Background: an optimization exercise with open tools, aiming at small area, a short achievable clock period and few clock cycles per item. Do not read the settings as production practice. No run shown here included a check of the RTL's function; only the layout flow was run. Power figures rest on the tool's default switching activity, not on a simulated workload.

--- flow/design.v ---
`timescale 1ns / 1ps
`default_nettype none
package rybb_pkg;
  localparam int unsigned BLOCK_SAMPLES_DEF = 64;
  localparam logic [1:0] TOK_NONE   = 2'd0;   
  localparam logic [1:0] TOK_TAKEN  = 2'd1;   
  localparam logic [1:0] TOK_SAMPLE = 2'd2;   
endpackage
`default_nettype wire
`timescale 1ns / 1ps
`default_nettype none
module rybb_conv (
  input  wire logic       clk_i,
  input  wire logic [7:0] r_i,
  input  wire logic [7:0] g_i,
  input  wire logic [7:0] b_i,
  output logic      [7:0] y_o,
  output logic      [7:0] cb_o,
  output logic      [7:0] cr_o
);
  logic [7:0] r0, g0, b0;
  assign r0 = r_i;
  assign g0 = g_i;
  assign b0 = b_i;
  logic [9:0] e_m, e_s, e_c;
  assign e_m = ~{1'b0, g0, 1'b0};
  assign e_s = {2'b0, r0} ^ {2'b0, b0} ^ e_m;
  assign e_c = ({2'b0, r0} & {2'b0, b0}) | ({2'b0, r0} & e_m) | ({2'b0, b0} & e_m);
  logic [7:0] g1;
  logic [8:0] d11, d21;
  logic [9:0] e1;
  always_ff @(posedge clk_i) begin
    g1  <= g0;
    d11 <= {1'b0, r0} - {1'b0, g0};
    d21 <= {1'b0, b0} - {1'b0, g0};
    e1  <= e_s + {e_c[8:0], 1'b1};
  end
  wire ty_0 = e1[0] ^ ~e1[3];
  wire ty_1 = e1[0] & ~e1[3];
  wire ty_2 = e1[1] ^ ~e1[4] ^ e1[6];
  wire ty_3 = (e1[1] & ~e1[4]) | (e1[1] & e1[6]) | (~e1[4] & e1[6]);
  wire ty_4 = e1[2] ^ ~e1[5] ^ e1[7];
  wire ty_5 = (e1[2] & ~e1[5]) | (e1[2] & e1[7]) | (~e1[5] & e1[7]);
  wire ty_6 = e1[3] ^ ~e1[6] ^ e1[8];
  wire ty_7 = (e1[3] & ~e1[6]) | (e1[3] & e1[8]) | (~e1[6] & e1[8]);
  wire ty_8 = e1[4] ^ ~e1[7] ^ ~e1[9];
  wire ty_9 = (e1[4] & ~e1[7]) | (e1[4] & ~e1[9]) | (~e1[7] & ~e1[9]);
  wire ty_10 = d11[4] ^ d11[5];
  wire ty_11 = d11[4] & d11[5];
  wire ty_12 = e1[5] ^ ~e1[8] ^ d11[5];
  wire ty_13 = (e1[5] & ~e1[8]) | (e1[5] & d11[5]) | (~e1[8] & d11[5]);
  wire ty_14 = d11[6] ^ 1'b1;
  wire ty_15 = d11[6] & 1'b1;
  wire ty_16 = e1[6] ^ e1[9] ^ d11[6];
  wire ty_17 = (e1[6] & e1[9]) | (e1[6] & d11[6]) | (e1[9] & d11[6]);
  wire ty_18 = ty_0 ^ e1[5];
  wire ty_19 = ty_0 & e1[5];
  wire ty_20 = ty_2 ^ d11[1] ^ d11[2];
  wire ty_21 = (ty_2 & d11[1]) | (ty_2 & d11[2]) | (d11[1] & d11[2]);
  wire ty_22 = ty_4 ^ d11[2] ^ d11[3];
  wire ty_23 = (ty_4 & d11[2]) | (ty_4 & d11[3]) | (d11[2] & d11[3]);
  wire ty_24 = ty_6 ^ d11[3] ^ d11[4];
  wire ty_25 = (ty_6 & d11[3]) | (ty_6 & d11[4]) | (d11[3] & d11[4]);
  wire ty_26 = ty_8 ^ ty_10 ^ 1'b1;
  wire ty_27 = (ty_8 & ty_10) | (ty_8 & 1'b1) | (ty_10 & 1'b1);
  wire ty_28 = ty_12 ^ ty_14 ^ ty_9;
  wire ty_29 = (ty_12 & ty_14) | (ty_12 & ty_9) | (ty_14 & ty_9);
  wire ty_30 = ty_16 ^ d11[7] ^ ty_13;
  wire ty_31 = (ty_16 & d11[7]) | (ty_16 & ty_13) | (d11[7] & ty_13);
  wire ty_32 = e1[7] ^ d11[7] ^ ~d11[8];
  wire ty_33 = (e1[7] & d11[7]) | (e1[7] & ~d11[8]) | (d11[7] & ~d11[8]);
  wire ty_34 = ~e1[0] ^ e1[2];
  wire ty_35 = ~e1[0] & e1[2];
  wire ty_36 = ~e1[1] ^ e1[3];
  wire ty_37 = ~e1[1] & e1[3];
  wire ty_38 = ~e1[2] ^ e1[4] ^ d11[0];
  wire ty_39 = (~e1[2] & e1[4]) | (~e1[2] & d11[0]) | (e1[4] & d11[0]);
  wire ty_40 = ty_18 ^ d11[0] ^ d11[1];
  wire ty_41 = (ty_18 & d11[0]) | (ty_18 & d11[1]) | (d11[0] & d11[1]);
  wire ty_42 = ty_20 ^ ty_1 ^ ty_19;
  wire ty_43 = (ty_20 & ty_1) | (ty_20 & ty_19) | (ty_1 & ty_19);
  wire ty_44 = ty_22 ^ ty_3 ^ ty_21;
  wire ty_45 = (ty_22 & ty_3) | (ty_22 & ty_21) | (ty_3 & ty_21);
  wire ty_46 = ty_24 ^ ty_5 ^ ty_23;
  wire ty_47 = (ty_24 & ty_5) | (ty_24 & ty_23) | (ty_5 & ty_23);
  wire ty_48 = ty_26 ^ ty_7 ^ ty_25;
  wire ty_49 = (ty_26 & ty_7) | (ty_26 & ty_25) | (ty_7 & ty_25);
  wire ty_50 = ty_28 ^ ty_11 ^ ty_27;
  wire ty_51 = (ty_28 & ty_11) | (ty_28 & ty_27) | (ty_11 & ty_27);
  wire ty_52 = ty_30 ^ ty_15 ^ ty_29;
  wire ty_53 = (ty_30 & ty_15) | (ty_30 & ty_29) | (ty_15 & ty_29);
  wire ty_54 = ty_32 ^ ty_17 ^ ty_31;
  wire ty_55 = (ty_32 & ty_17) | (ty_32 & ty_31) | (ty_17 & ty_31);
  wire ty_56 = e1[8] ^ ~d11[8] ^ ty_33;
  wire ty_57 = (e1[8] & ~d11[8]) | (e1[8] & ty_33) | (~d11[8] & ty_33);
  wire [15:0] ty_a = {1'b1, ~e1[9], ty_56, ty_54, ty_52, ty_50, ty_48, ty_46, ty_44, ty_42, ty_40, ty_38, ty_36, ty_34, e1[1], e1[0]};
  wire [15:0] ty_b = {1'b0, ty_57, ty_55, ty_53, ty_51, ty_49, ty_47, ty_45, ty_43, ty_41, ty_39, ty_37, ty_35, 1'b1, 1'b0, 1'b0};
  wire tb_0 = ~d11[0] ^ ~d11[2];
  wire tb_1 = ~d11[0] & ~d11[2];
  wire tb_2 = ~d11[1] ^ ~d11[3];
  wire tb_3 = ~d11[1] & ~d11[3];
  wire tb_4 = d21[0] ^ ~d11[2] ^ ~d11[4];
  wire tb_5 = (d21[0] & ~d11[2]) | (d21[0] & ~d11[4]) | (~d11[2] & ~d11[4]);
  wire tb_6 = d21[1] ^ ~d11[3] ^ ~d11[5];
  wire tb_7 = (d21[1] & ~d11[3]) | (d21[1] & ~d11[5]) | (~d11[3] & ~d11[5]);
  wire tb_8 = ~d11[7] ^ d11[8];
  wire tb_9 = ~d11[7] & d11[8];
  wire tb_10 = d21[2] ^ ~d11[4] ^ ~d11[6];
  wire tb_11 = (d21[2] & ~d11[4]) | (d21[2] & ~d11[6]) | (~d11[4] & ~d11[6]);
  wire tb_12 = d21[3] ^ ~d11[5];
  wire tb_13 = d21[3] & ~d11[5];
  wire tb_14 = ~d11[0] ^ ~d11[2];
  wire tb_15 = ~d11[0] & ~d11[2];
  wire tb_16 = ~d11[1] ^ ~d11[3];
  wire tb_17 = ~d11[1] & ~d11[3];
  wire tb_18 = tb_0 ^ ~d11[4] ^ ~d11[5];
  wire tb_19 = (tb_0 & ~d11[4]) | (tb_0 & ~d11[5]) | (~d11[4] & ~d11[5]);
  wire tb_20 = tb_2 ^ ~d11[5] ^ ~d11[6];
  wire tb_21 = (tb_2 & ~d11[5]) | (tb_2 & ~d11[6]) | (~d11[5] & ~d11[6]);
  wire tb_22 = tb_4 ^ ~d11[6] ^ ~d11[7];
  wire tb_23 = (tb_4 & ~d11[6]) | (tb_4 & ~d11[7]) | (~d11[6] & ~d11[7]);
  wire tb_24 = tb_6 ^ tb_8 ^ 1'b1;
  wire tb_25 = (tb_6 & tb_8) | (tb_6 & 1'b1) | (tb_8 & 1'b1);
  wire tb_26 = tb_10 ^ d11[8] ^ tb_7;
  wire tb_27 = (tb_10 & d11[8]) | (tb_10 & tb_7) | (d11[8] & tb_7);
  wire tb_28 = tb_12 ^ ~d11[7] ^ 1'b1;
  wire tb_29 = (tb_12 & ~d11[7]) | (tb_12 & 1'b1) | (~d11[7] & 1'b1);
  wire tb_30 = d21[4] ^ ~d11[6] ^ d11[8];
  wire tb_31 = (d21[4] & ~d11[6]) | (d21[4] & d11[8]) | (~d11[6] & d11[8]);
  wire tb_32 = d21[5] ^ ~d11[7];
  wire tb_33 = d21[5] & ~d11[7];
  wire tb_34 = ~d11[0] ^ ~d11[1];
  wire tb_35 = ~d11[0] & ~d11[1];
  wire tb_36 = ~d11[1] ^ ~d11[2];
  wire tb_37 = ~d11[1] & ~d11[2];
  wire tb_38 = tb_14 ^ ~d11[3] ^ 1'b1;
  wire tb_39 = (tb_14 & ~d11[3]) | (tb_14 & 1'b1) | (~d11[3] & 1'b1);
  wire tb_40 = tb_16 ^ ~d11[4] ^ tb_15;
  wire tb_41 = (tb_16 & ~d11[4]) | (tb_16 & tb_15) | (~d11[4] & tb_15);
  wire tb_42 = tb_18 ^ 1'b1 ^ tb_17;
  wire tb_43 = (tb_18 & 1'b1) | (tb_18 & tb_17) | (1'b1 & tb_17);
  wire tb_44 = tb_20 ^ tb_1 ^ tb_19;
  wire tb_45 = (tb_20 & tb_1) | (tb_20 & tb_19) | (tb_1 & tb_19);
  wire tb_46 = tb_22 ^ tb_3 ^ tb_21;
  wire tb_47 = (tb_22 & tb_3) | (tb_22 & tb_21) | (tb_3 & tb_21);
  wire tb_48 = tb_24 ^ tb_5 ^ tb_23;
  wire tb_49 = (tb_24 & tb_5) | (tb_24 & tb_23) | (tb_5 & tb_23);
  wire tb_50 = tb_26 ^ tb_9 ^ tb_25;
  wire tb_51 = (tb_26 & tb_9) | (tb_26 & tb_25) | (tb_9 & tb_25);
  wire tb_52 = tb_28 ^ tb_11 ^ tb_27;
  wire tb_53 = (tb_28 & tb_11) | (tb_28 & tb_27) | (tb_11 & tb_27);
  wire tb_54 = tb_30 ^ tb_13 ^ tb_29;
  wire tb_55 = (tb_30 & tb_13) | (tb_30 & tb_29) | (tb_13 & tb_29);
  wire tb_56 = tb_32 ^ 1'b1 ^ tb_31;
  wire tb_57 = (tb_32 & 1'b1) | (tb_32 & tb_31) | (1'b1 & tb_31);
  wire tb_58 = d21[6] ^ d11[8] ^ tb_33;
  wire tb_59 = (d21[6] & d11[8]) | (d21[6] & tb_33) | (d11[8] & tb_33);
  wire tb_60 = d21[7] ^ 1'b1;
  wire tb_61 = d21[7] & 1'b1;
  wire [15:0] tb_a = {~d21[8], tb_60, tb_58, tb_56, tb_54, tb_52, tb_50, tb_48, tb_46, tb_44, tb_42, tb_40, tb_38, tb_36, tb_34, ~d11[0]};
  wire [15:0] tb_b = {tb_61, tb_59, tb_57, tb_55, tb_53, tb_51, tb_49, tb_47, tb_45, tb_43, tb_41, tb_39, tb_37, tb_35, 1'b1, 1'b1};
  wire tr_0 = d11[1] ^ ~d21[4];
  wire tr_1 = d11[1] & ~d21[4];
  wire tr_2 = d11[2] ^ ~d21[5];
  wire tr_3 = d11[2] & ~d21[5];
  wire tr_4 = ~d21[0] ^ ~d21[2];
  wire tr_5 = ~d21[0] & ~d21[2];
  wire tr_6 = ~d21[1] ^ ~d21[3];
  wire tr_7 = ~d21[1] & ~d21[3];
  wire tr_8 = ~d21[2] ^ ~d21[4];
  wire tr_9 = ~d21[2] & ~d21[4];
  wire tr_10 = d11[0] ^ ~d21[3] ^ ~d21[5];
  wire tr_11 = (d11[0] & ~d21[3]) | (d11[0] & ~d21[5]) | (~d21[3] & ~d21[5]);
  wire tr_12 = tr_0 ^ ~d21[6] ^ d21[8];
  wire tr_13 = (tr_0 & ~d21[6]) | (tr_0 & d21[8]) | (~d21[6] & d21[8]);
  wire tr_14 = tr_2 ^ ~d21[7] ^ 1'b1;
  wire tr_15 = (tr_2 & ~d21[7]) | (tr_2 & 1'b1) | (~d21[7] & 1'b1);
  wire tr_16 = d11[3] ^ ~d21[6] ^ d21[8];
  wire tr_17 = (d11[3] & ~d21[6]) | (d11[3] & d21[8]) | (~d21[6] & d21[8]);
  wire tr_18 = d11[4] ^ ~d21[7];
  wire tr_19 = d11[4] & ~d21[7];
  wire tr_20 = ~d21[0] ^ ~d21[2];
  wire tr_21 = ~d21[0] & ~d21[2];
  wire tr_22 = ~d21[1] ^ ~d21[3];
  wire tr_23 = ~d21[1] & ~d21[3];
  wire tr_24 = tr_4 ^ ~d21[4] ^ 1'b1;
  wire tr_25 = (tr_4 & ~d21[4]) | (tr_4 & 1'b1) | (~d21[4] & 1'b1);
  wire tr_26 = tr_6 ^ ~d21[5] ^ tr_5;
  wire tr_27 = (tr_6 & ~d21[5]) | (tr_6 & tr_5) | (~d21[5] & tr_5);
  wire tr_28 = tr_8 ^ ~d21[6] ^ tr_7;
  wire tr_29 = (tr_8 & ~d21[6]) | (tr_8 & tr_7) | (~d21[6] & tr_7);
  wire tr_30 = tr_10 ^ ~d21[7] ^ tr_9;
  wire tr_31 = (tr_10 & ~d21[7]) | (tr_10 & tr_9) | (~d21[7] & tr_9);
  wire tr_32 = tr_12 ^ 1'b1 ^ tr_11;
  wire tr_33 = (tr_12 & 1'b1) | (tr_12 & tr_11) | (1'b1 & tr_11);
  wire tr_34 = tr_14 ^ tr_1 ^ tr_13;
  wire tr_35 = (tr_14 & tr_1) | (tr_14 & tr_13) | (tr_1 & tr_13);
  wire tr_36 = tr_16 ^ tr_3 ^ tr_15;
  wire tr_37 = (tr_16 & tr_3) | (tr_16 & tr_15) | (tr_3 & tr_15);
  wire tr_38 = tr_18 ^ 1'b1 ^ tr_17;
  wire tr_39 = (tr_18 & 1'b1) | (tr_18 & tr_17) | (1'b1 & tr_17);
  wire tr_40 = d11[5] ^ d21[8] ^ tr_19;
  wire tr_41 = (d11[5] & d21[8]) | (d11[5] & tr_19) | (d21[8] & tr_19);
  wire tr_42 = d11[6] ^ 1'b1;
  wire tr_43 = d11[6] & 1'b1;
  wire tr_44 = d11[7] ^ 1'b1;
  wire tr_45 = d11[7] & 1'b1;
  wire [15:0] tr_a = {~d11[8], tr_44, tr_42, tr_40, tr_38, tr_36, tr_34, tr_32, tr_30, tr_28, tr_26, tr_24, tr_22, tr_20, ~d21[1], ~d21[0]};
  wire [15:0] tr_b = {tr_45, tr_43, tr_41, tr_39, tr_37, tr_35, tr_33, tr_31, tr_29, tr_27, tr_25, tr_23, tr_21, 1'b1, 1'b0, 1'b1};
  function automatic logic [2:0] lo_gp(input logic [7:0] a, input logic [7:0] b);
    logic [7:0] g, p;
    logic lo, hi;
    g  = a & b;
    p  = a | b;
    lo = g[3] | (p[3] & g[2]) | (p[3] & p[2] & g[1]) | (p[3] & p[2] & p[1] & g[0]);
    hi = g[7] | (p[7] & g[6]) | (p[7] & p[6] & g[5]) | (p[7] & p[6] & p[5] & g[4]);
    lo_gp = {hi, &p[7:4], lo};
  endfunction
  logic [7:0] g2, ya2, yb2, ba2, bb2, ra2, rb2;
  logic [2:0] ygp2, bgp2, rgp2;
  always_ff @(posedge clk_i) begin
    g2   <= g1;
    ya2  <= ty_a[15:8];
    yb2  <= ty_b[15:8];
    ygp2 <= lo_gp(ty_a[7:0], ty_b[7:0]);
    ba2  <= tb_a[15:8];
    bb2  <= tb_b[15:8];
    bgp2 <= lo_gp(tb_a[7:0], tb_b[7:0]);
    ra2  <= tr_a[15:8];
    rb2  <= tr_b[15:8];
    rgp2 <= lo_gp(tr_a[7:0], tr_b[7:0]);
  end
  logic yc, bc, rc;
  assign yc = ygp2[2] | (ygp2[1] & ygp2[0]);
  assign bc = bgp2[2] | (bgp2[1] & bgp2[0]);
  assign rc = rgp2[2] | (rgp2[1] & rgp2[0]);
  always_ff @(posedge clk_i) begin
    y_o  <= g2 + ya2 + yb2 + {7'b0, yc};
    cb_o <= ba2 + bb2 + {7'b0, bc};
    cr_o <= ra2 + rb2 + {7'b0, rc};
  end
endmodule
`default_nettype wire
`timescale 1ns / 1ps
`default_nettype none
module rgb_to_ycbcr_block_builder_unit (
  input  wire logic              clk_i,
  input  wire logic              rst_ni,
  input  wire logic              in_vld_i,
  output logic                   in_stall_o,
  input  wire logic              kind_i,
  input  wire logic [7:0]        red_i,
  input  wire logic [7:0]        green_i,
  input  wire logic [7:0]        blue_i,
  output logic                   out_vld_o,
  input  wire logic              out_stall_i,
  output logic                   pixel_taken_o,
  output logic                   sample_valid_o,
  output logic signed [8:0]      sample_o,
  output logic        [1:0]      block_type_o,
  output logic        [5:0]      element_index_o,
  output logic                   last_of_block_o
);
  localparam int unsigned FD = 8;      
  localparam int unsigned FW = 3;      
  localparam int unsigned TQ = 3;      
  localparam logic [1:0] T_NONE   = rybb_pkg::TOK_NONE;
  localparam logic [1:0] T_TAKEN  = rybb_pkg::TOK_TAKEN;
  localparam logic [1:0] T_SAMPLE = rybb_pkg::TOK_SAMPLE;
  logic       stall_q;
  logic       pend_q;
  logic [7:0] cnt_q;
  logic [5:0] wph_q;      
  logic       accept, take_px, take_pl;
  logic [1:0] tok;
  assign accept  = in_vld_i && !stall_q;
  assign take_px = accept && !kind_i && !pend_q;
  assign take_pl = accept &&  kind_i &&  pend_q;
  assign tok     = take_px ? T_TAKEN : take_pl ? T_SAMPLE : T_NONE;
  logic cnt_last_px, cnt_last_pl;
  assign cnt_last_px = (cnt_q[5:0] == 6'd63);
  assign cnt_last_pl = (cnt_q == 8'd191);
  logic       pend_d;
  logic [7:0] cnt_d, cnt_inc;
  assign cnt_inc = cnt_q + 8'd1;
  always_comb begin
    pend_d = pend_q;
    cnt_d  = cnt_q;
    if (take_px) begin
      pend_d = cnt_last_px;
      cnt_d  = cnt_last_px ? 8'd0 : cnt_inc;
    end else if (take_pl) begin
      pend_d = !cnt_last_pl;
      cnt_d  = cnt_last_pl ? 8'd0 : cnt_inc;
    end
  end
  always_ff @(posedge clk_i or negedge rst_ni) begin
    if (!rst_ni) begin
      pend_q <= 1'b0;
      cnt_q  <= '0;
    end else begin
      pend_q <= pend_d;
      cnt_q  <= cnt_d;
    end
  end
  always_ff @(posedge clk_i) begin
    wph_q <= take_px ? 6'd0 : wph_q + 6'd1;
  end
  logic [7:0]  y_c, cb_c, cr_c;
  logic [23:0] ring_q [64];
  rybb_conv u_conv (
    .clk_i (clk_i),
    .r_i   (ring_q[0][23:16]),
    .g_i   (ring_q[0][15:8]),
    .b_i   (ring_q[0][7:0]),
    .y_o   (y_c),
    .cb_o  (cb_c),
    .cr_o  (cr_c)
  );
  logic [3:0] wr_q;      
  logic [3:0] wlast_q;   
  always_ff @(posedge clk_i or negedge rst_ni) begin
    if (!rst_ni) begin
      wr_q <= '0;
    end else begin
      wr_q <= {wr_q[2:0], take_px};
    end
  end
  always_ff @(posedge clk_i) begin
    wlast_q <= {wlast_q[2:0], cnt_last_px};
  end
  always_ff @(posedge clk_i) begin
    ring_q[0] <= take_px ? {red_i, green_i, blue_i} : ring_q[63];
    for (int i = 1; i < 64; i++) ring_q[i] <= ring_q[i-1];
    ring_q[4] <= wr_q[3] ? {cr_c, cb_c, y_c} : ring_q[3];
  end
  logic          rd_act_q;    
  logic [5:0]    pos_q;       
  logic [7:0]    rn_q;        
  logic [FD-1:0] fth_q;
  logic          rd, fpop;
  logic [23:0]   tap;
  logic [7:0]    rd_byte;
  assign rd  = rd_act_q && (pos_q[2:0] == 3'd3) && !fth_q[FD-1];
  assign tap = ring_q[{pos_q[5:3], 3'd3}];
  always_comb begin
    unique case (rn_q[7:6])
      2'd0:    rd_byte = tap[7:0];
      2'd1:    rd_byte = tap[15:8];
      default: rd_byte = tap[23:16];
    endcase
  end
  logic rd_act_d;
  always_comb begin
    rd_act_d = rd_act_q;
    if (wr_q[3] && wlast_q[3])       rd_act_d = 1'b1;
    else if (rd && rn_q == 8'd191)   rd_act_d = 1'b0;
  end
  always_ff @(posedge clk_i or negedge rst_ni) begin
    if (!rst_ni) rd_act_q <= 1'b0;
    else         rd_act_q <= rd_act_d;
  end
  always_ff @(posedge clk_i) begin
    if (wr_q[3] && wlast_q[3]) begin
      pos_q <= 6'd3;
      rn_q  <= '0;
    end else if (rd) begin
      rn_q  <= rn_q + 8'd1;
    end else begin
      pos_q <= pos_q + 6'd1;
    end
  end
  logic [7:0]    fifo_q [FD];
  logic [FW-1:0] fwp_q, frp_q;
  always_ff @(posedge clk_i) begin
    if (rd) fifo_q[fwp_q] <= rd_byte;
  end
  always_ff @(posedge clk_i or negedge rst_ni) begin
    if (!rst_ni) begin
      fwp_q <= '0;
      frp_q <= '0;
      fth_q <= '0;
    end else begin
      if (rd)   fwp_q <= fwp_q + 1'b1;
      if (fpop) frp_q <= frp_q + 1'b1;
      if (rd && !fpop)      fth_q <= {fth_q[FD-2:0], 1'b1};
      else if (fpop && !rd) fth_q <= {1'b0, fth_q[FD-1:1]};
    end
  end
  logic [1:0] tq_cls_q [TQ];
  logic [7:0] tq_cnt_q [TQ];
  logic [2:0] tq_v_q;           
  logic [1:0] tcls_q;           
  logic       acc_q;            
  logic [1:0] tok_q;            
  logic       open, tok_avail, consume;
  logic [1:0] head_cls;
  logic       h0, h1;
  assign h0       = (tq_cnt_q[0] == 8'd0);
  assign h1       = (tq_cnt_q[0] == 8'd1);
  assign head_cls = tq_cls_q[0];
  assign tok_avail = tq_v_q[0] && !h0 && ((head_cls != T_SAMPLE) || fth_q[0]);
  assign open      = !out_v_q || !out_stall_i;
  assign consume   = open && tok_avail;
  assign fpop      = consume && (head_cls == T_SAMPLE);
  always_ff @(posedge clk_i or negedge rst_ni) begin
    if (!rst_ni) begin
      acc_q <= 1'b0;
      tok_q <= T_NONE;
    end else begin
      acc_q <= accept;
      tok_q <= tok;
    end
  end
  logic extend, push_new;
  assign extend   = acc_q && tq_v_q[0] && (tcls_q == tok_q) && (tok_q != T_NONE);
  assign push_new = acc_q && !extend;
  typedef struct packed {
    logic       retire;
    logic [2:0] v;
    logic [2:0] slot;
    logic [2:0] inc;
  } tq_step_t;
  function automatic tq_step_t tq_step(input logic ext, input logic pnew, input logic cons,
                                       input logic [2:0] v, input logic hz, input logic ho);
    tq_step_t st;
    logic [2:0] v_s;
    st.inc    = {3{ext}} & (v & ~{1'b0, v[2:1]});
    st.retire = v[0] && !st.inc[0] && (hz || (ho && cons)) && (v[1] || pnew);
    v_s       = st.retire ? {1'b0, v[2:1]} : v;
    st.slot   = {3{pnew}} & (~v_s & {v_s[1:0], 1'b1});
    st.v      = v_s | st.slot;
    tq_step = st;
  endfunction
  tq_step_t st_c0, st_c1, st;
  assign st_c0 = tq_step(extend, push_new, 1'b0, tq_v_q, h0, h1);
  assign st_c1 = tq_step(extend, push_new, 1'b1, tq_v_q, h0, h1);
  assign st    = consume ? st_c1 : st_c0;
  logic [7:0] cnt_g [TQ];
  logic [7:0] cnt0_p, cnt0_m;
  assign cnt0_p = tq_cnt_q[0] + 8'd1;
  assign cnt0_m = tq_cnt_q[0] - 8'd1;
  always_comb begin
    for (int i = 0; i < TQ; i++) cnt_g[i] = st.inc[i] ? tq_cnt_q[i] + 8'd1 : tq_cnt_q[i];
    if (consume) cnt_g[0] = st.inc[0] ? tq_cnt_q[0] : cnt0_m;
    else         cnt_g[0] = st.inc[0] ? cnt0_p : tq_cnt_q[0];
  end
  logic [1:0] tq_cls_d [TQ];
  logic [7:0] tq_cnt_d [TQ];
  always_comb begin
    for (int i = 0; i < TQ; i++) begin
      if (st.retire && (i < TQ - 1)) begin
        tq_cls_d[i] = tq_cls_q[i+1];
        tq_cnt_d[i] = cnt_g[i+1];
      end else begin
        tq_cls_d[i] = tq_cls_q[i];
        tq_cnt_d[i] = cnt_g[i];
      end
      if (st.slot[i]) begin
        tq_cls_d[i] = tok_q;
        tq_cnt_d[i] = 8'd1;
      end
    end
  end
  always_ff @(posedge clk_i) begin
    for (int i = 0; i < TQ; i++) begin
      tq_cls_q[i] <= tq_cls_d[i];
      tq_cnt_q[i] <= tq_cnt_d[i];
    end
  end
  always_ff @(posedge clk_i or negedge rst_ni) begin
    if (!rst_ni) begin
      tq_v_q <= '0;
      tcls_q <= T_NONE;
    end else begin
      tq_v_q <= st.v;
      if (push_new) tcls_q <= tok_q;
    end
  end
  logic [1:0] tcls_n;      
  logic       px_new, pl_new;
  assign tcls_n = push_new ? tok_q : tcls_q;
  assign px_new = pend_q  || !((tq_v_q[0] || acc_q) && (tcls_n == T_TAKEN));
  assign pl_new = !pend_q || !((tq_v_q[0] || acc_q) && (tcls_n == T_SAMPLE));
  function automatic logic tq_full(input logic [2:0] v, input logic pnow, input logic pnext);
    tq_full = v[2] || (v[1] && (pnow || pnext)) || (v[0] && pnow && pnext);
  endfunction
  logic st_none, st_pix, st_pull;
  always_comb begin
    st_none = tq_full(tq_v_q, push_new, 1'b0) ||
              (!pend_q && rd_act_d) ||
              (!pend_q && (cnt_q[5:0] != 6'd0) && (wph_q != 6'd63));
    st_pix  = tq_full(tq_v_q, push_new, px_new) ||
              (!pend_q && !cnt_last_px && rd_act_d);
    st_pull = tq_full(tq_v_q, push_new, pl_new) ||
              (pend_q ? (cnt_last_pl && rd_act_d)
                      : (rd_act_d || ((cnt_q[5:0] != 6'd0) && (wph_q != 6'd63))));
  end
  always_ff @(posedge clk_i) begin
    stall_q <= !accept ? st_none : kind_i ? st_pull : st_pix;
  end
  logic       out_v_q;
  logic [7:0] ocnt_q;
  logic       taken_q, sval_q, last_q;
  logic [8:0] smp_q;
  logic [1:0] btype_q;
  logic [5:0] eidx_q;
  logic [7:0] fhead;
  logic       is_smp;
  assign fhead  = fifo_q[frp_q];
  assign is_smp = (head_cls == T_SAMPLE);
  always_ff @(posedge clk_i or negedge rst_ni) begin
    if (!rst_ni) begin
      out_v_q <= 1'b0;
      ocnt_q  <= '0;
    end else begin
      if (open) out_v_q <= tok_avail;
      if (fpop) ocnt_q <= (ocnt_q == 8'd191) ? 8'd0 : ocnt_q + 8'd1;
    end
  end
  always_ff @(posedge clk_i) begin
    if (open) begin
      taken_q <= (head_cls == T_TAKEN);
      sval_q  <= is_smp;
      smp_q   <= is_smp ? {(ocnt_q[7:6] != 2'd0) && fhead[7], fhead} : 9'd0;
      btype_q <= is_smp ? ocnt_q[7:6] : 2'd0;
      eidx_q  <= is_smp ? ocnt_q[5:0] : 6'd0;
      last_q  <= is_smp && (ocnt_q[5:0] == 6'd63);
    end
  end
  assign in_stall_o      = stall_q;
  assign out_vld_o       = out_v_q;
  assign pixel_taken_o   = taken_q;
  assign sample_valid_o  = sval_q;
  assign sample_o        = smp_q;
  assign block_type_o    = btype_q;
  assign element_index_o = eidx_q;
  assign last_of_block_o = last_q;
endmodule
`default_nettype wire
--- flow/run.sh ---
#!/bin/bash
# synth_recipe.tcl (not shown) runs the flow's synth.tcl, then flattens the netlist and writes it again
# the make line also repeats each setting of config.mk as NAME=value (left out here)
make -C /OpenROAD-flow-scripts/flow DESIGN_CONFIG=/design/flow/config.mk WORK_HOME=/design/flow/orfs CLKGATE_MAP_FILE= SYNTH_SCRIPT=/design/flow/synth_recipe.tcl finish
--- flow/config.mk ---
export PLATFORM = sky130hd
export DESIGN_NAME = rgb_to_ycbcr_block_builder_unit
export DESIGN_NICKNAME = rgb_to_ycbcr_block_builder_unit
export VERILOG_FILES = /design/flow/design.v
export SDC_FILE = /design/flow/constraint.sdc
export NUM_CORES = 4
export LEC_CHECK = 0
export CAP_MARGIN = 20
export CORE_MARGIN = 2
export CORE_UTILIZATION = 65
export CTS_CLUSTER_DIAMETER = 100
export CTS_CLUSTER_SIZE = 30
export SETUP_SLACK_MARGIN = 4.5
export SLEW_MARGIN = 20
--- flow/constraint.sdc ---
create_clock -name core_clock -period 7.0 [get_ports {clk_i}]
set_input_delay 1.4000 -clock core_clock [delete_from_list [all_inputs] [get_ports {clk_i}]]
set_output_delay 1.4000 -clock core_clock [all_outputs]
set_load 0.01 [all_outputs]
==> impl_results.md, run 1 <==
- Reg2reg start: pos_q[3]$_SDFFE_PP0N_
- Iter 0 DRT Violations: 1096
- Die height: 273 um
- Min-Delay Path Class: flip-flop to flip-flop
- Final net count: 3360
- Critical Path End: sample_o[4]
- Initial Util: 0.658
- Outcome: timing/DRC/antenna clean
- Total core area: 71700 um^2
- Post-route ant nets: 0
- TritonCTS Buffers: 71
- Most instantiated library cell after synthesis: dfxtp_1
- HPWL after DPL: 50.7 mm
- Worst-case vdd ir drop: 308 uV
- Max Slew Vio Count: 0
- Cells on worst reg2reg path: 6
- Largest net degree at the start of global routing: 45
- Via density per instance: 5.00
- Vias: 20681
- Final estimated routing congestion in global placement: 0.811
- WP data arrival: 1250 ps
- Initial antenna violation count: 1
- Crit start category: flip-flop
- P&R area growth vs syn: 9.24%
- Cell Chain, Critical Path: buf_2
- Fin crit period: 2650 ps
- Most frequent cells after synthesis: dfxtp_1 (1692), inv_1 (170), nor2_1 (107), nand2_1 (97), edfxtp_1 (90)
- CP required: 5600 ps
- GRT Util Overall: 0.213
- Number of buffers added on ports: 50
- Post-synthesis sequential area ratio: 0.799
- Max cap viols: 0
- Final setup viols: 0
- DR WL/cell: 18.8 um
- Fraction of layout cells with a size suffix above 1: 0.127
- Detailed Routing Iterations Pass 1: 5
- Post-synthesis cell count: 3042
- Final Non-Filler Cells: 4140
- Synthesis Warnings: 14
- Die Area: 74800 um^2
- Mean Syn Cell Area: 15.5 um^2
- Post-synthesis async set-or-reset flop share: 0.0241
- First-pass GRT wire length: 122 mm
- Post-synth top area cell: dfxtp_1
- Clock Root Buffer: clkbuf_16
- Total power: 20.3 mW
- Crit path buf inv count: 1
- Worst hold slack: 319 ps
- WP depth: 1
- Unique masters post-synth: 80
- Dpl ws: 3300 ps
- Grt total ovfl: 0
- RSZ-0062 raised after global routing: yes
- CP max FO: 1
- Skew-Pair Late Insertion Delay: 650 ps
- Clock skew: 26.9 ps
- Synth area leaders: dfxtp_1 (72%), edfxtp_1 (5.7%), fa_1 (2.9%)
- CP max stage cell: edfxtp_1
- Final wirelength: 77.7 mm
- Crit Path Class: flip-flop to output port
- CTS clk-pin slew, worst paths: 110 ps
- Die width: 273 um
- Placed cells: 4002
- Fmax achieved: 378 MHz
- Slew @ Worst Pin: 932 ps
- CTS tree: yes
- Fin. Hold Viols: 0
- Max clock buf depth: 3
- CP Capture Type: output port
- Rows: 98
- H-tree depth: 3
- CP Launch Point: smp_q[4]$_SDFFCE_PN0P_
- Top_reg_cell synth: dfxtp_1
- Synth top area share: 0.718
- N_diodes: 0
- Post-synth EDFFs: 90
- Setup ws final: 4350 ps
- DRC: 0
- Tcrit/Tclk final: 0.378
- Top-Level Pins: 51
- Slew margin rel.: 0.379
- R2R Setup Slk: 4490 ps
- Setup TNS Final: 0 ps
- Vias in the first global route: 21693
- Pleak: 20.9 nW
- Capture point of the worst reg-to-reg path: fifo_q[5][1]$_DFFE_PP_
- Synthesized flop and latch total: 1826
- Syn_nets: 3229
- Sink Count: 1826
- CP max stage delay: 440 ps
- Power Density: 394 nW/um^2
- Top delay family on crit path: flip-flops
- Syn Std Cell Area: 47200 um^2
## layout make-up
type                       instances  area (um^2)
clock buffer                      85         1910
timing repair buffer             110          928
inverter                         172          668
multi-input combinational        992         9030
clock inverter                     5         72.6
tap                              950         1190
fill                            4599        20200
sequential                      1826        37700
## layout by cell type (no fill, tap or decap), types with 16 or more instances in the layout
cell type / netlist / routed
xnor2_1: 51 / 48
o21ai_0: 48 / 38
mux2_2: 65 / 65
ha_1: 89 / 84
edfxtp_1: 90 / 90
nand2_1: 97 / 95
clkbuf_16: 0 / 75
a21oi_1: 72 / 55
nor3_1: 21 / 20
a21oi_2: 3 / 16
fa_1: 69 / 67
buf_2: 17 / 21
nor2_1: 107 / 101
nor2b_1: 27 / 25
buf_4: 1 / 50
dfrtp_1: 44 / 39
dfxtp_1: 1692 / 1667
mux2i_1: 38 / 36
mux4_2: 40 / 40
inv_1: 170 / 158
a21o_1: 16 / 16
xor2_1: 29 / 29
clkdlybuf4s50_1: 0 / 25
nand3_1: 23 / 22
## state kept, by name, summed over array words and instances (netlist names), 8 cells and up
| register | cells |
|---|---|
| smp_q | 9 |
| u_conv.e1 | 10 |
| ring_q | 1522 |
| u_conv.bb2 | 8 |
| u_conv.d21 | 9 |
| ocnt_q | 8 |
| rn_q | 8 |
| u_conv.y_o | 8 |
| cnt_q | 8 |
| u_conv.d11 | 9 |
| u_conv.cr_o | 8 |
| u_conv.ba2 | 8 |
| u_conv.ra2 | 8 |
| fth_q | 8 |
| u_conv.cb_o | 8 |
| fifo_q | 64 |
| tq_cnt_q | 24 |
| u_conv.rb2 | 8 |
## where the power goes
group	switching (mW)	internal (mW)
Combinational	1.70	1.40
Sequential	0.560	11.8
Clock	2.91	1.98
## cell families (layout without fill, tap and decap cells)
group | count (synthesis) | count (layout) | share of synthesized area
adder cells (fa/ha/maj) | 164 | 164 | 0.0542
AND/OR/NAND/NOR | 356 | 358 | 0.0363
flip-flops | 1826 | 1826 | 0.799
XOR/XNOR | 82 | 82 | 0.0155
AO/OA/AOI/OAI | 244 | 244 | 0.0337
buffers and inverters | 226 | 372 | 0.0189
multiplexers | 144 | 144 | 0.0430
## timing repair
| action | 4_1_cts | 5_1_grt |
|---|---|---|
| gates cloned | 3 | 0 |
| pin swaps | 19 | 26 |
| hold buffers | 0 | 0 |
| setup buffers | 24 | 21 |
| resized for setup | 187 | 45 |
| endpoints found under the setup margin | 190 | 129 |
## worst register-to-register path, cell delays in order, from the launching register on
cell	delay, ps
dfxtp_4	370
buf_12	150
mux4_2	580
mux2i_1	430
nand2_1	180
a21oi_2	360
a21oi_2	160
## layer usage
layer	wire length [um]	GRT usage	up-vias	part of all wire
met4	1680	0.0515	0	0.022
met3	2060	0.0280	106	0.026
met1	36800	0.298	10207	0.47
li1	-	-	10130	-
met2	37100	0.358	238	0.48
met5	0	0	-	0
## through the flow
step | instance area (um^2) | utilization
3_5_place_dp | 48800 | 0.681
4_1_cts | 51200 | 0.714
5_1_grt | 51500 | 0.719
2_1_floorplan | 47300 | -
3_3_place_gp | 48800 | 0.681
6_report | 51500 | 0.719
## worst min-delay path by stage
stage	startpoint	to	slack, ps	cells past startpoint
floorplan	ring_q[9][0]$_DFF_P_	ring_q[10][0]$_DFF_P_	310	0
global placement	ring_q[26][7]$_DFF_P_	ring_q[27][7]$_DFF_P_	310	0
detailed placement	ring_q[18][15]$_DFF_P_	ring_q[19][15]$_DFF_P_	310	0
CTS	ring_q[38][18]$_DFF_P_	ring_q[39][18]$_DFF_P_	320	0
global route	ring_q[40][2]$_DFF_P_	ring_q[41][2]$_DFF_P_	330	0
finish	ring_q[10][2]$_DFF_P_	ring_q[11][2]$_DFF_P_	320	0
==> run 2, diff against run 1 <==
--- a/flow/config.mk
+++ b/flow/config.mk
@@ -10,5 +10,5 @@
 export CORE_UTILIZATION = 65
 export CTS_CLUSTER_DIAMETER = 100
 export CTS_CLUSTER_SIZE = 30
-export SETUP_SLACK_MARGIN = 4.5
+export SETUP_SLACK_MARGIN = 4.3
 export SLEW_MARGIN = 20
==> impl_results.md, run 2 <==
- GRT Util Overall: 0.207 (was 0.213)
- Clock Root Buffer: clkbuf_16 (unchanged)
- Slew margin rel.: 0.362 (was 0.379)
- Most frequent cells after synthesis: dfxtp_1 (1692), inv_1 (170), nor2_1 (107), nand2_1 (97), edfxtp_1 (90) (unchanged)
- Placed cells: 4001 (was 4002)
- Post-route ant nets: 0 (unchanged)
- Die Area: 74800 um^2 (unchanged)
- Final Non-Filler Cells: 4108 (was 4140)
- First-pass GRT wire length: 118 mm (was 122 mm)
- Mean Syn Cell Area: 15.5 um^2 (unchanged)
- Power Density: 392 nW/um^2 (was 394 nW/um^2)
- Vias in the first global route: 21117 (was 21693)
- Max clock buf depth: 3 (unchanged)
- Setup TNS Final: 0 ps (unchanged)
- Unique masters post-synth: 80 (unchanged)
- Most instantiated library cell after synthesis: dfxtp_1 (unchanged)
- Cell Chain, Critical Path: buf_2 (unchanged)
- Synth top area share: 0.718 (unchanged)
- Vias: 20497 (was 20681)
- Final wirelength: 75.8 mm (was 77.7 mm)
- P&R area growth vs syn: 8.01% (was 9.24%)
- Post-synthesis async set-or-reset flop share: 0.0241 (unchanged)
- Fraction of layout cells with a size suffix above 1: 0.0988 (was 0.127)
- Top_reg_cell synth: dfxtp_1 (unchanged)
- Via density per instance: 4.99 (was 5.00)
- Total power: 20.0 mW (was 20.3 mW)
- CP max stage delay: 430 ps (was 440 ps)
- Post-synthesis cell count: 3042 (unchanged)
- Filler Cell Count: 4717 (was 4599)
- DRC: 0 (unchanged)
- Combinational power share: 0.144 (was 0.153)
- Fin. Hold Viols: 0 (unchanged)
- Crit start category: flip-flop (unchanged)
- Synthesis Warnings: 14 (unchanged)
- Hold_buf cts: 0 (unchanged)
- HPWL after DPL: 50.1 mm (was 50.7 mm)
- Post-synth EDFFs: 90 (unchanged)
- Sequential Power Share: 0.616 (was 0.606)
- Max cap viols: 0 (unchanged)
- Register area: 37700 um^2 (about the same)
- N_diodes: 0 (unchanged)
- CP max FO: 1 (unchanged)
- CP required: 5600 ps (about the same)
- Internal Power: 14.9 mW (was 15.1 mW)
- Clock share of power: 0.240 (was 0.241)
- Multi-input logic area: 8820 um^2 (was 9030 um^2)
- Crit path buf inv count: 1 (unchanged)
- Grt total ovfl: 0 (unchanged)
- Post-synthesis sequential area ratio: 0.799 (unchanged)
- H-tree depth: 3 (unchanged)
- CP max stage cell: edfxtp_1 (unchanged)
- Slew @ Worst Pin: 957 ps (was 932 ps)
- CP Capture Type: output port (unchanged)
- Iter 0 DRT Violations: 1236 (was 1096)
- DR WL/cell: 18.5 um (was 18.8 um)
- Synthesized flop and latch total: 1826 (unchanged)
- Fmax achieved: 380 MHz (was 378 MHz)
- Max FFs per register: 1522 (unchanged)
- Top delay family on crit path: flip-flops (unchanged)
- Syn Std Cell Area: 47200 um^2 (unchanged)
- Total core area: 71700 um^2 (unchanged)
- TritonCTS Buffers: 71 (unchanged)
- Synth area leaders: dfxtp_1 (72%), edfxtp_1 (5.7%), fa_1 (2.9%) (unchanged)
- Biggest regs: ring_q: 1522 flops, fifo_q: 64 flops, tq_cnt_q: 24 flops (unchanged)
- Top reg by flops: ring_q (unchanged)
- Pleak: 20.6 nW (was 20.9 nW)
- Crit Path Class: flip-flop to output port (unchanged)
- Outcome: timing/DRC/antenna clean (unchanged)
- Final setup viols: 0 (unchanged)
- Top-Level Pins: 51 (unchanged)
- Tcrit/Tclk final: 0.376 (was 0.378)
- Initial Util: 0.658 (unchanged)
- Sink Count: 1826 (unchanged)
- Initial antenna violation count: 5 (was 1)
- CTS clk-pin slew, worst paths: 100 ps (was 110 ps)
- Die width: 273 um (unchanged)
- Syn_nets: 3229 (unchanged)
- Number of buffers added on ports: 50 (unchanged)
- Fin crit period: 2630 ps (was 2650 ps)
- Max Slew Vio Count: 0 (unchanged)
- Post-synth top area cell: dfxtp_1 (unchanged)
- Final net count: 3327 (was 3360)
- Rows: 98 (unchanged)
- Clock skew: 19.4 ps (was 26.9 ps)
- Min-Delay Path Class: flip-flop to flip-flop (unchanged)
- Switching power: 5.05 mW (was 5.17 mW)
- Final estimated routing congestion in global placement: 0.862 (was 0.811)
- Die height: 273 um (unchanged)
- Most frequent cells in the layout: dfxtp_1 (1676), inv_1 (168), nor2_1 (104), nand2_1 (95), edfxtp_1 (90) (was dfxtp_1 (1667), inv_1 (158), nor2_1 (101), nand2_1 (95), edfxtp_1 (90))
- WP data arrival: 1230 ps (was 1250 ps)
- RSZ-0062 raised after global routing: yes (unchanged)
- Detailed Routing Iterations Pass 1: 5 (unchanged)
- Most common cell after layout, fill and taps aside: dfxtp_1 (unchanged)
- Skew-Pair Late Insertion Delay: 640 ps (was 650 ps)
- CTS tree: yes (unchanged)
- Switching portion of total power: 0.253 (was 0.255)
- Largest net degree at the start of global routing: 45 (unchanged)
- Worst-case vdd ir drop: 326 uV (was 308 uV)
## run 2: cell counts after synthesis
No cell type changed its count.
## run 2: layout make-up
| cell class | count | area share |
|---|---|---|
| clock buffer | 83 | 0.0357 |
| clock inverter | 8 | 0.00172 |
| inverter | 172 | 0.0129 |
| multi-input combinational | 991 | 0.173 |
| sequential | 1826 | 0.740 |
| tap | 950 | 0.0233 |
| timing repair buffer | 78 | 0.0131 |
## run 2: what timing repair did
item,in CTS,in global routing
setup endpoints to repair,155,100
cloned,0,1
pin swaps,1,9
hold endpoints to repair,0,0
setup buffers,8,7
resized for setup,98,52
## run 2: worst paths after layout
kind,startpoint,end,depth (start not counted),slack [ps]
max,smp_q[4]$_SDFFCE_PN0P_,sample_o[4],1,4370
min,ring_q[53][1]$_DFF_P_,ring_q[54][1]$_DFF_P_,0,320
max in group asynchronous,rst_ni,frp_q[0]$_DFFE_PN0P_,1,5810
max reg2reg,u_conv.e1[1]$_DFF_P_,u_conv.ygp2[2]$_DFF_P_,8,4400
min reg2reg,ring_q[53][1]$_DFF_P_,ring_q[54][1]$_DFF_P_,0,320
min in group asynchronous,rst_ni,cnt_q[6]$_DFFE_PN0P_,1,760
## run 2: cells by family after synthesis
kind of cell,count (synthesis),synth area share
buffers and inverters,226,0.0189
AO/OA/AOI/OAI,244,0.0337
multiplexers,144,0.0430
flip-flops,1826,0.799
adder cells (fa/ha/maj),164,0.0542
AND/OR/NAND/NOR,356,0.0363
XOR/XNOR,82,0.0155
## run 2: per-stage QoR
stage / instance area (um^2) / utilization / setup slack (ps) / hold WS (ps)
after CTS: 50800 / 0.709 / 4250 / 321
after floorplan: 47200 / - / 4230 / 310
final: 51000 / 0.710 / 4370 / 324
after global routing: 51000 / 0.710 / 4270 / 326
after detailed placement: 48800 / 0.680 / 3010 / 312
after global placement: 48800 / 0.680 / 3080 / 310
## run 2: power groups by stage
| stage | clock network (mW) | logic [mW] | registers, mW |
|---|---|---|---|
| 2_1_floorplan | 0 | 2.00 | 12.3 |
| 3_3_place_gp | 0 | 2.68 | 12.5 |
| 3_5_place_dp | 0 | 2.80 | 12.5 |
| 4_1_cts | 4.91 | 2.85 | 12.3 |
| 5_1_grt | 5.25 | 3.27 | 12.4 |
| 6_report | 4.79 | 2.88 | 12.3 |
## run 2: routing by layer
layer / vias up / share of wire / global-route usage
met5: - / 0 / 0
met4: 0 / 0.031 / 0.0659
met3: 127 / 0.034 / 0.0291
met2: 342 / 0.46 / 0.335
met1: 9965 / 0.47 / 0.291
li1: 10063 / - / -
==> run 3, diff against run 2 <==
--- a/flow/design.v
+++ b/flow/design.v
@@ -330,7 +330,7 @@
     wlast_q <= {wlast_q[2:0], cnt_last_px};
   end
   always_ff @(posedge clk_i) begin
-    ring_q[0] <= take_px ? {red_i, green_i, blue_i} : ring_q[63];
+    ring_q[0] <= (!stall_q && !pend_q) ? {red_i, green_i, blue_i} : ring_q[63];
     for (int i = 1; i < 64; i++) ring_q[i] <= ring_q[i-1];
     ring_q[4] <= wr_q[3] ? {cr_c, cb_c, y_c} : ring_q[3];
   end
--- a/flow/config.mk
+++ b/flow/config.mk
@@ -10,5 +10,5 @@
 export CORE_UTILIZATION = 65
 export CTS_CLUSTER_DIAMETER = 100
 export CTS_CLUSTER_SIZE = 30
-export SETUP_SLACK_MARGIN = 4.3
+export SETUP_SLACK_MARGIN = 4.4
 export SLEW_MARGIN = 20
==> impl_results.md, run 3 <==
- Outcome: timing/DRC/antenna clean (unchanged)
- Max clock buf depth: 3 (unchanged)
- Slew @ Worst Pin: 1000 ps (was 957 ps)
- Setup TNS Final: 0 ps (unchanged)
- DRC: 0 (unchanged)
- Reg2reg start: u_conv.d11[2]$_DFF_P_ (was u_conv.e1[1]$_DFF_P_)
- Mean Syn Cell Area: 15.4 um^2 (was 15.5 um^2)
- H-tree depth: 3 (unchanged)
- Vias: 20966 (was 20497)
- Worst hold path depth: 0 (unchanged)
- Initial Util: 0.658 (about the same)
- Crit Path Class: flip-flop to output port (unchanged)
- Most frequent cells in the layout: dfxtp_1 (1673), inv_1 (157), nand2_1 (110), edfxtp_1 (90), ha_1 (87) (was dfxtp_1 (1676), inv_1 (168), nor2_1 (104), nand2_1 (95), edfxtp_1 (90))
- Worst hold slack: 314 ps (was 324 ps)
- Final setup viols: 0 (unchanged)
- Register area: 37700 um^2 (about the same)
- Post-synthesis cell count: 3069 (was 3042)
- Detailed Routing Iterations Pass 1: 5 (unchanged)
- Cell Chain, Critical Path: buf_6 (was buf_2)
- Unique masters post-synth: 76 (was 80)
- CTS tree: yes (unchanged)
- Post-synth EDFFs: 90 (unchanged)
- Biggest regs: ring_q: 1522 flops, fifo_q: 64 flops, tq_cnt_q: 24 flops (unchanged)
- R2R Setup Slk: 4440 ps (was 4400 ps)
- DR WL/cell: 19.6 um (was 18.5 um)
- TritonCTS Buffers: 70 (was 71)
- Max cap viols: 0 (unchanged)
- CP max stage cell: dfrtp_2 (was edfxtp_1)
- Tcrit/Tclk final: 0.375 (was 0.376)
- Final net count: 3359 (was 3327)
- Fmax achieved: 381 MHz (was 380 MHz)
- Most instantiated library cell after synthesis: dfxtp_1 (unchanged)
- Max FFs per register: 1522 (unchanged)
- Final wirelength: 81.2 mm (was 75.8 mm)
- Min-Delay Path Class: flip-flop to flip-flop (unchanged)
- Worst-case vdd ir drop: 295 uV (was 326 uV)
- Top delay family on crit path: flip-flops (unchanged)
- Die width: 273 um (about the same)
- Skew-Pair Late Insertion Delay: 670 ps (was 640 ps)
- Hold Startpoint: ring_q[56][20]$_DFF_P_ (was ring_q[53][1]$_DFF_P_)
- Largest net degree at the start of global routing: 64 (was 45)
- Iter 0 DRT Violations: 1294 (was 1236)
- Synth Area in XOR/XNOR: 0.0152 (was 0.0155)
- Cells on worst reg2reg path: 8 (unchanged)
- Top_reg_cell synth: dfxtp_1 (unchanged)
- First-pass GRT wire length: 125 mm (was 118 mm)
- Post-synthesis compound-gate area fraction: 0.0384 (was 0.0337)
- Vias in the first global route: 21521 (was 21117)
- Synthesized flop and latch total: 1826 (unchanged)
- Initial antenna violation count: 2 (was 5)
- Most frequent cells after synthesis: dfxtp_1 (1692), inv_1 (162), nand2_1 (113), nor2_1 (99), edfxtp_1 (90) (was dfxtp_1 (1692), inv_1 (170), nor2_1 (107), nand2_1 (97), edfxtp_1 (90))
- Synthesis Warnings: 14 (unchanged)
- Post-synthesis async set-or-reset flop share: 0.0241 (unchanged)
- CP required: 5600 ps (about the same)
- Post-synthesis simple-gate area fraction: 0.0361 (was 0.0363)
- Rows: 98 (unchanged)
- Hold_buf cts: 0 (unchanged)
- Top-Level Pins: 51 (unchanged)
- Die height: 273 um (about the same)
- Crit start category: flip-flop (unchanged)
- Filler Cell Count: 4691 (was 4717)
- Power Density: 313 nW/um^2 (was 392 nW/um^2)
- Most common cell after layout, fill and taps aside: dfxtp_1 (unchanged)
- Total core area: 71600 um^2 (was 71700 um^2)
- Top reg by flops: ring_q (unchanged)
- Synth area leaders: dfxtp_1 (72%), edfxtp_1 (5.7%), fa_1 (2.9%) (unchanged)
- Fin. Hold Viols: 0 (unchanged)
- Clock skew: 39.4 ps (was 19.4 ps)
- Max Slew Vio Count: 0 (unchanged)
- CTS clk-pin slew, worst paths: 110 ps (was 100 ps)
- HPWL after DPL: 54.4 mm (was 50.1 mm)
- Number of buffers added on ports: 50 (unchanged)
- Post-route ant nets: 0 (unchanged)
- Via density per instance: 5.07 (was 4.99)
- Multiplexer share of the synthesized area: 0.0384 (was 0.0430)
- Synth top area share: 0.719 (was 0.718)
- Slew margin rel.: 0.331 (was 0.362)
- Post-synthesis sequential area ratio: 0.800 (was 0.799)
- CP Capture Type: output port (unchanged)
- Multi-input logic area: 9010 um^2 (was 8820 um^2)
- Post-Synth Adder-Cell Area: 0.0540 (was 0.0542)
- CP max FO: 3 (was 1)
- Crit path buf inv count: 1 (unchanged)
- RSZ-0062 raised after global routing: yes (unchanged)
- Pleak: 20.4 nW (was 20.6 nW)
- Clock Root Buffer: clkbuf_16 (unchanged)
- Fraction of layout cells with a size suffix above 1: 0.108 (was 0.0988)
- WP depth: 1 (unchanged)
- Grt total ovfl: 0 (unchanged)
- Syn_nets: 3256 (was 3229)
- Fin crit period: 2630 ps (about the same)
- CP max stage delay: 450 ps (was 430 ps)
- Die Area: 74700 um^2 (was 74800 um^2)
- Sink Count: 1826 (unchanged)
- Final estimated routing congestion in global placement: 0.810 (was 0.862)
- GRT Util Overall: 0.221 (was 0.207)
- Syn Std Cell Area: 47100 um^2 (was 47200 um^2)
- CP Launch Point: out_v_q$_DFFE_PN0P_ (was smp_q[4]$_SDFFCE_PN0P_)
- P&R area growth vs syn: 8.72% (was 8.01%)
- Largest family of logic cells by synthesized area: adder cells (unchanged)
- WP data arrival: 1230 ps (about the same)
- Post-synth top area cell: dfxtp_1 (unchanged)
-- run 3: cell types whose count changed in the layout (fill, tap and decap cells not counted), moves of 10 or more --
cell / change
nor2_1: -18
inv_1: -11
nand2_1: +15
clkbuf_2: -11
mux4_2: -16
mux2_2: +10
a22oi_1: +12
buf_2: +13
-- run 3: metal layers --
metal / track usage / part of all wire / up-vias
li1: - / - / 10199
met4: 0.0538 / 0.021 / 0
met1: 0.321 / 0.48 / 10362
met2: 0.357 / 0.47 / 313
met3: 0.0300 / 0.033 / 92
met5: 0 / 0 / -
-- run 3: final timing paths --
check | to
worst max-delay path | out_vld_o
worst min-delay path | ring_q[57][20]$_DFF_P_
worst max register to register | u_conv.bgp2[1]$_DFF_P_
worst min register to register | ring_q[57][20]$_DFF_P_
max in group asynchronous | frp_q[0]$_DFFE_PN0P_
min in group asynchronous | tq_v_q[2]$_DFF_PN0_
-- run 3: kinds of logic (layout without fill, tap and decap cells) --
kind of cell             after synthesis  in the layout
flip-flops                          1826           1826
AND/OR/NAND/NOR                      356            357
other                                  0              1
buffers and inverters                223            340
adder cells (fa/ha/maj)              163            163
AO/OA/AOI/OAI                        278            279
XOR/XNOR                              82             82
multiplexers                         141            141
-- run 3: final cells by class --
cell class,count,area share
antenna,1,0.0000488
clock buffer,83,0.0360
sequential,1826,0.736
clock inverter,5,0.00186
inverter,167,0.0124
multi-input combinational,1022,0.176
timing repair buffer,85,0.0142
tap,950,0.0232
-- run 3: where the power goes --
part           switching (mW)  internal, mW
Clock                    2.92          1.92
Combinational           0.277         0.225
Sequential              0.136          10.6
Total                    3.33          12.7
-- run 3: timing repair --
item,in CTS,in global routing
resized for setup,166,44
endpoints found under the hold margin,0,0
cloned,2,1
pin swaps,10,11
endpoints found under the setup margin,154,89
buffers inserted,18,6
-- run 3: through the flow --
stage	instances	setup WS [ps]	utilization	power (mW)	instance area, um^2
final	4139	4370	0.715	16.0	51200
after global placement	4023	3170	0.681	11.4	48800
after floorplan	3069	4190	-	11.2	47200
after CTS	4131	4270	0.713	16.1	51000
after global routing	4138	4320	0.715	16.6	51200
after detailed placement	4023	3110	0.681	11.4	48800
==> run 4, diff against run 3 <==
--- a/flow/design.v
+++ b/flow/design.v
@@ -19,9 +19,11 @@
   output logic      [7:0] cr_o
 );
   logic [7:0] r0, g0, b0;
-  assign r0 = r_i;
-  assign g0 = g_i;
-  assign b0 = b_i;
+  always_ff @(posedge clk_i) begin
+    r0 <= r_i;
+    g0 <= g_i;
+    b0 <= b_i;
+  end
   logic [9:0] e_m, e_s, e_c;
   assign e_m = ~{1'b0, g0, 1'b0};
   assign e_s = {2'b0, r0} ^ {2'b0, b0} ^ e_m;
@@ -207,17 +209,24 @@
   wire tr_45 = d11[7] & 1'b1;
   wire [15:0] tr_a = {~d11[8], tr_44, tr_42, tr_40, tr_38, tr_36, tr_34, tr_32, tr_30, tr_28, tr_26, tr_24, tr_22, tr_20, ~d21[1], ~d21[0]};
   wire [15:0] tr_b = {tr_45, tr_43, tr_41, tr_39, tr_37, tr_35, tr_33, tr_31, tr_29, tr_27, tr_25, tr_23, tr_21, 1'b1, 1'b0, 1'b1};
-  function automatic logic [2:0] lo_gp(input logic [7:0] a, input logic [7:0] b);
+  function automatic logic [6:0] lo_gp(input logic [7:0] a, input logic [7:0] b);
     logic [7:0] g, p;
-    logic lo, hi;
-    g  = a & b;
-    p  = a | b;
-    lo = g[3] | (p[3] & g[2]) | (p[3] & p[2] & g[1]) | (p[3] & p[2] & p[1] & g[0]);
-    hi = g[7] | (p[7] & g[6]) | (p[7] & p[6] & g[5]) | (p[7] & p[6] & p[5] & g[4]);
-    lo_gp = {hi, &p[7:4], lo};
+    g = a & b;
+    p = a | b;
+    lo_gp = {g[7] | (p[7] & g[6]), p[7] & p[6],
+             g[5] | (p[5] & g[4]), p[5] & p[4],
+             g[3] | (p[3] & g[2]), p[3] & p[2],
+             g[1] | (p[1] & g[0])};
+  endfunction
+  function automatic logic lo_carry(input logic [6:0] gp);
+    logic g10, g30, g50;
+    g10 = gp[0];
+    g30 = gp[2] | (gp[1] & g10);
+    g50 = gp[4] | (gp[3] & g30);
+    lo_carry = gp[6] | (gp[5] & g50);
   endfunction
   logic [7:0] g2, ya2, yb2, ba2, bb2, ra2, rb2;
-  logic [2:0] ygp2, bgp2, rgp2;
+  logic [6:0] ygp2, bgp2, rgp2;
   always_ff @(posedge clk_i) begin
     g2   <= g1;
     ya2  <= ty_a[15:8];
@@ -231,9 +240,9 @@
     rgp2 <= lo_gp(tr_a[7:0], tr_b[7:0]);
   end
   logic yc, bc, rc;
-  assign yc = ygp2[2] | (ygp2[1] & ygp2[0]);
-  assign bc = bgp2[2] | (bgp2[1] & bgp2[0]);
-  assign rc = rgp2[2] | (rgp2[1] & rgp2[0]);
+  assign yc = lo_carry(ygp2);
+  assign bc = lo_carry(bgp2);
+  assign rc = lo_carry(rgp2);
   always_ff @(posedge clk_i) begin
     y_o  <= g2 + ya2 + yb2 + {7'b0, yc};
     cb_o <= ba2 + bb2 + {7'b0, bc};
@@ -306,13 +315,12 @@
   always_ff @(posedge clk_i) begin
     wph_q <= take_px ? 6'd0 : wph_q + 6'd1;
   end
-  logic [7:0]  y_c, cb_c, cr_c;
-  logic [23:0] ring_q [64];
+  logic [7:0] y_c, cb_c, cr_c;
   rybb_conv u_conv (
     .clk_i (clk_i),
-    .r_i   (ring_q[0][23:16]),
-    .g_i   (ring_q[0][15:8]),
-    .b_i   (ring_q[0][7:0]),
+    .r_i   (red_i),
+    .g_i   (green_i),
+    .b_i   (blue_i),
     .y_o   (y_c),
     .cb_o  (cb_c),
     .cr_o  (cr_c)
@@ -329,10 +337,10 @@
   always_ff @(posedge clk_i) begin
     wlast_q <= {wlast_q[2:0], cnt_last_px};
   end
+  logic [23:0] ring_q [64];
   always_ff @(posedge clk_i) begin
-    ring_q[0] <= (!stall_q && !pend_q) ? {red_i, green_i, blue_i} : ring_q[63];
+    ring_q[0] <= wr_q[3] ? {cr_c, cb_c, y_c} : ring_q[63];
     for (int i = 1; i < 64; i++) ring_q[i] <= ring_q[i-1];
-    ring_q[4] <= wr_q[3] ? {cr_c, cb_c, y_c} : ring_q[3];
   end
   logic          rd_act_q;    
   logic [5:0]    pos_q;       
@@ -341,8 +349,8 @@
   logic          rd, fpop;
   logic [23:0]   tap;
   logic [7:0]    rd_byte;
-  assign rd  = rd_act_q && (pos_q[2:0] == 3'd3) && !fth_q[FD-1];
-  assign tap = ring_q[{pos_q[5:3], 3'd3}];
+  assign rd  = rd_act_q && (pos_q[2:0] == 3'd7) && !fth_q[FD-1];
+  assign tap = ring_q[{pos_q[5:3], 3'd7}];
   always_comb begin
     unique case (rn_q[7:6])
       2'd0:    rd_byte = tap[7:0];
@@ -362,7 +370,7 @@
   end
   always_ff @(posedge clk_i) begin
     if (wr_q[3] && wlast_q[3]) begin
-      pos_q <= 6'd3;
+      pos_q <= 6'd63;
       rn_q  <= '0;
     end else if (rd) begin
       rn_q  <= rn_q + 8'd1;
==> impl_results.md, run 4 <==
- First-pass GRT wire length: 115 mm (was 125 mm)
- Tcrit/Tclk final: 0.369 (was 0.375)
- Skew-Pair Late Insertion Delay: 670 ps (about the same)
- Iter 0 DRT Violations: 1219 (was 1294)
- Detailed Routing Iterations Pass 1: 5 (unchanged)
- Synthesis Warnings: 8 (was 14)
- Top_reg_cell synth: dfxtp_1 (unchanged)
- Rows: 99 (was 98)
- Via density per instance: 4.93 (was 5.07)
- Multi-input logic area: 8520 um^2 (was 9010 um^2)
- CP Capture Type: output port (unchanged)
- Worst-case vdd ir drop: 375 uV (was 295 uV)
- R2R Setup Slk: 4490 ps (was 4440 ps)
- Outcome: timing/DRC/antenna clean (unchanged)
- WP data arrival: 1180 ps (was 1230 ps)
- Fin crit period: 2580 ps (was 2630 ps)
- Capture point of the worst reg-to-reg path: u_conv.bgp2[6]$_DFF_P_ (was u_conv.bgp2[1]$_DFF_P_)
- Max clock buf depth: 3 (unchanged)
- CP max FO: 2 (was 3)
- Number of buffers added on ports: 50 (unchanged)
- Clock Root Buffer: clkbuf_16 (unchanged)
- Worst hold slack: 319 ps (was 314 ps)
- Unique masters post-synth: 73 (was 76)
- Synth top area share: 0.729 (was 0.719)
- Final setup viols: 0 (unchanged)
- Most frequent cells in the layout: dfxtp_1 (1728), inv_1 (175), nand2_1 (112), nor2_1 (94), edfxtp_1 (90) (was dfxtp_1 (1673), inv_1 (157), nand2_1 (110), edfxtp_1 (90), ha_1 (87))
- Top reg by flops: ring_q (unchanged)
- Total core area: 73000 um^2 (was 71600 um^2)
- Top delay family on crit path: flip-flops (unchanged)
- H-tree depth: 3 (unchanged)
- Setup TNS Final: 0 ps (unchanged)
- Power Density: 377 nW/um^2 (was 313 nW/um^2)
- Vias: 20629 (was 20966)
- Slew @ Worst Pin: 1060 ps (was 1000 ps)
- Top-Level Pins: 51 (unchanged)
- Fraction of layout cells with a size suffix above 1: 0.0967 (was 0.108)
- TritonCTS Buffers: 73 (was 70)
- Hold_buf cts: 0 (unchanged)
- Register area: 38700 um^2 (was 37700 um^2)
- Clock skew: 33.0 ps (was 39.4 ps)
- Final estimated routing congestion in global placement: 0.804 (was 0.810)
- Die Area: 75800 um^2 (was 74700 um^2)
- Max cap viols: 0 (unchanged)
- Critical Path End: out_vld_o (unchanged)
- CP max stage cell: dfrtp_2 (unchanged)
- Crit path buf inv count: 1 (unchanged)
- Syn_nets: 3272 (was 3256)
- CP max stage delay: 430 ps (was 450 ps)
- DRC: 0 (unchanged)
- Cell Chain, Critical Path: buf_6 (unchanged)
- Cells on worst reg2reg path: 7 (was 8)
- Syn Std Cell Area: 47900 um^2 (was 47100 um^2)
- HPWL after DPL: 47.3 mm (was 54.4 mm)
- CTS tree: yes (unchanged)
- Post-synthesis async set-or-reset flop share: 0.0235 (was 0.0241)
- Fin. Hold Viols: 0 (unchanged)
- Final wirelength: 73.7 mm (was 81.2 mm)
- Biggest regs: ring_q: 1536 flops, fifo_q: 64 flops, tq_cnt_q: 24 flops (was ring_q: 1522 flops, fifo_q: 64 flops, tq_cnt_q: 24 flops)
- Post-synthesis sequential area ratio: 0.808 (was 0.800)
- Fmax achieved: 387 MHz (was 381 MHz)
- Synth area leaders: dfxtp_1 (73%), edfxtp_1 (5.6%), fa_1 (2.9%) (was dfxtp_1 (72%), edfxtp_1 (5.7%), fa_1 (2.9%))
- Crit Path Class: flip-flop to output port (unchanged)
- Die height: 275 um (was 273 um)
- Filler Cell Count: 4738 (was 4691)
- Mean Syn Cell Area: 15.5 um^2 (was 15.4 um^2)
- Largest net degree at the start of global routing: 45 (was 64)
- Grt total ovfl: 0 (unchanged)
- Post-synth EDFFs: 90 (unchanged)
- Most instantiated library cell after synthesis: dfxtp_1 (unchanged)
- CP required: 5600 ps (about the same)
- Crit start category: flip-flop (unchanged)
## run 4: changes by cell type after synthesis, moves of 8 or more
cell / previous run / this run
mux2_2: 75 / 43
nand3_1: 20 / 28
inv_1: 162 / 182
nor2b_1: 25 / 17
o21ai_0: 55 / 64
dfxtp_1: 1692 / 1742
mux4_2: 24 / 34
clkbuf_1: 39 / 25
a22oi_1: 25 / 11
buf_2: 5 / 18
o21ai_1: 12 / 3
## run 4: routing by layer
layer / GRT usage / routed length (um)
met1: 0.279 / 35100
met2: 0.329 / 34800
met3: 0.0268 / 2160
met4: 0.0488 / 1570
met5: 0 / 0
## run 4: repair_timing
| item | in CTS | in global routing |
|---|---|---|
| pin swaps | 3 | 16 |
| endpoints found under the setup margin | 173 | 91 |
| cloned | 1 | 2 |
| gates resized for setup | 153 | 33 |
| buffers inserted | 21 | 8 |
## run 4: worst register-to-register path, stage by stage, from the launching register on
cell,delay [ps]
dfxtp_4,390
clkinvlp_4,110
fa_1,480
inv_1,50
fa_1,540
inv_1,50
fa_1,460
maj3_2,310
## run 4: layout make-up
| class | count | share of cell area |
|---|---|---|
| inverters | 183 | 0.0136 |
| multi-input cells | 977 | 0.164 |
| flip-flops and latches | 1876 | 0.745 |
| clock inverters | 10 | 0.00323 |
| diodes | 1 | 0.0000482 |
| clock buffers | 89 | 0.0367 |
| well taps | 959 | 0.0231 |
| repair buffers | 90 | 0.0143 |
## run 4: worst min-delay path by stage
stage                                start                     end  slack (ps)  cells after the start
finish              ring_q[45][13]$_DFF_P_  ring_q[46][13]$_DFF_P_         320                      0
global route        ring_q[57][20]$_DFF_P_  ring_q[58][20]$_DFF_P_         330                      0
CTS                  ring_q[38][3]$_DFF_P_   ring_q[39][3]$_DFF_P_         320                      0
detailed placement  ring_q[14][20]$_DFF_P_  ring_q[15][20]$_DFF_P_         310                      0
global placement     ring_q[9][20]$_DFF_P_  ring_q[10][20]$_DFF_P_         310                      0
floorplan             ring_q[9][0]$_DFF_P_   ring_q[10][0]$_DFF_P_         310                      0
## run 4: per-stage QoR
stage	worst slack, ps	utilization	instances	total power, mW
floorplan	4150	-	3086	13.9
global placement	3030	0.678	4053	14.6
detailed placement	2960	0.678	4053	14.7
CTS	4370	0.710	4174	19.7
global route	4350	0.712	4184	20.5
finish	4420	0.712	4185	19.6
## run 4: cells by family after synthesis
group           after synthesis  synth area share
flops                      1876             0.808
simple gates                364            0.0364
compound gates              253            0.0340
buf+inv                     236            0.0198
fa+ha+maj                   161            0.0527
mux                         118            0.0347
xor+xnor                     78            0.0143
## run 4: power breakdown
| group | switching, mW | internal (mW) |
|---|---|---|
| Clock | 3.02 | 2.00 |
| Sequential | 0.417 | 11.5 |
| Combinational | 1.43 | 1.20 |

what the ideal ports hide:
How much do the figures lean on ideal ports? The routed layouts below were timed once more, with nothing changed but the port constraints.
Step 1 sets driving cells, clkbuf_16 on the clock port and buf_2 on the other inputs (assumed; they add their load-dependent delay and slew).
Step 2 adds t to the input delays and takes it off the output delays; t is the mean of the earliest and latest rising clock arrival at the registers after step 1. Input paths then give back, and output paths get back, about the clock's delay inside the block.
a / b / c = ideal ports / drivers / drivers and shift; a / b = the first two.
run	shift t [ns]	slack for setup (ns)	hold slack, ns
run 1	0.696	4.354 / 4.290 / 3.917	0.319 / 0.319 / 0.319
run 2	0.699	4.368 / 4.301 / 3.823	0.324 / 0.324 / 0.324
run 3	0.716	4.373 / 4.306 / 3.810	0.314 / 0.314 / 0.314
run 4	0.713	4.417 / 4.353 / 3.825	0.319 / 0.319 / 0.319
After both steps every run listed still meets setup and hold. The setup slack of run 4, which loses most, moves by -0.064 ns with the drivers and by -0.592 ns with both steps.
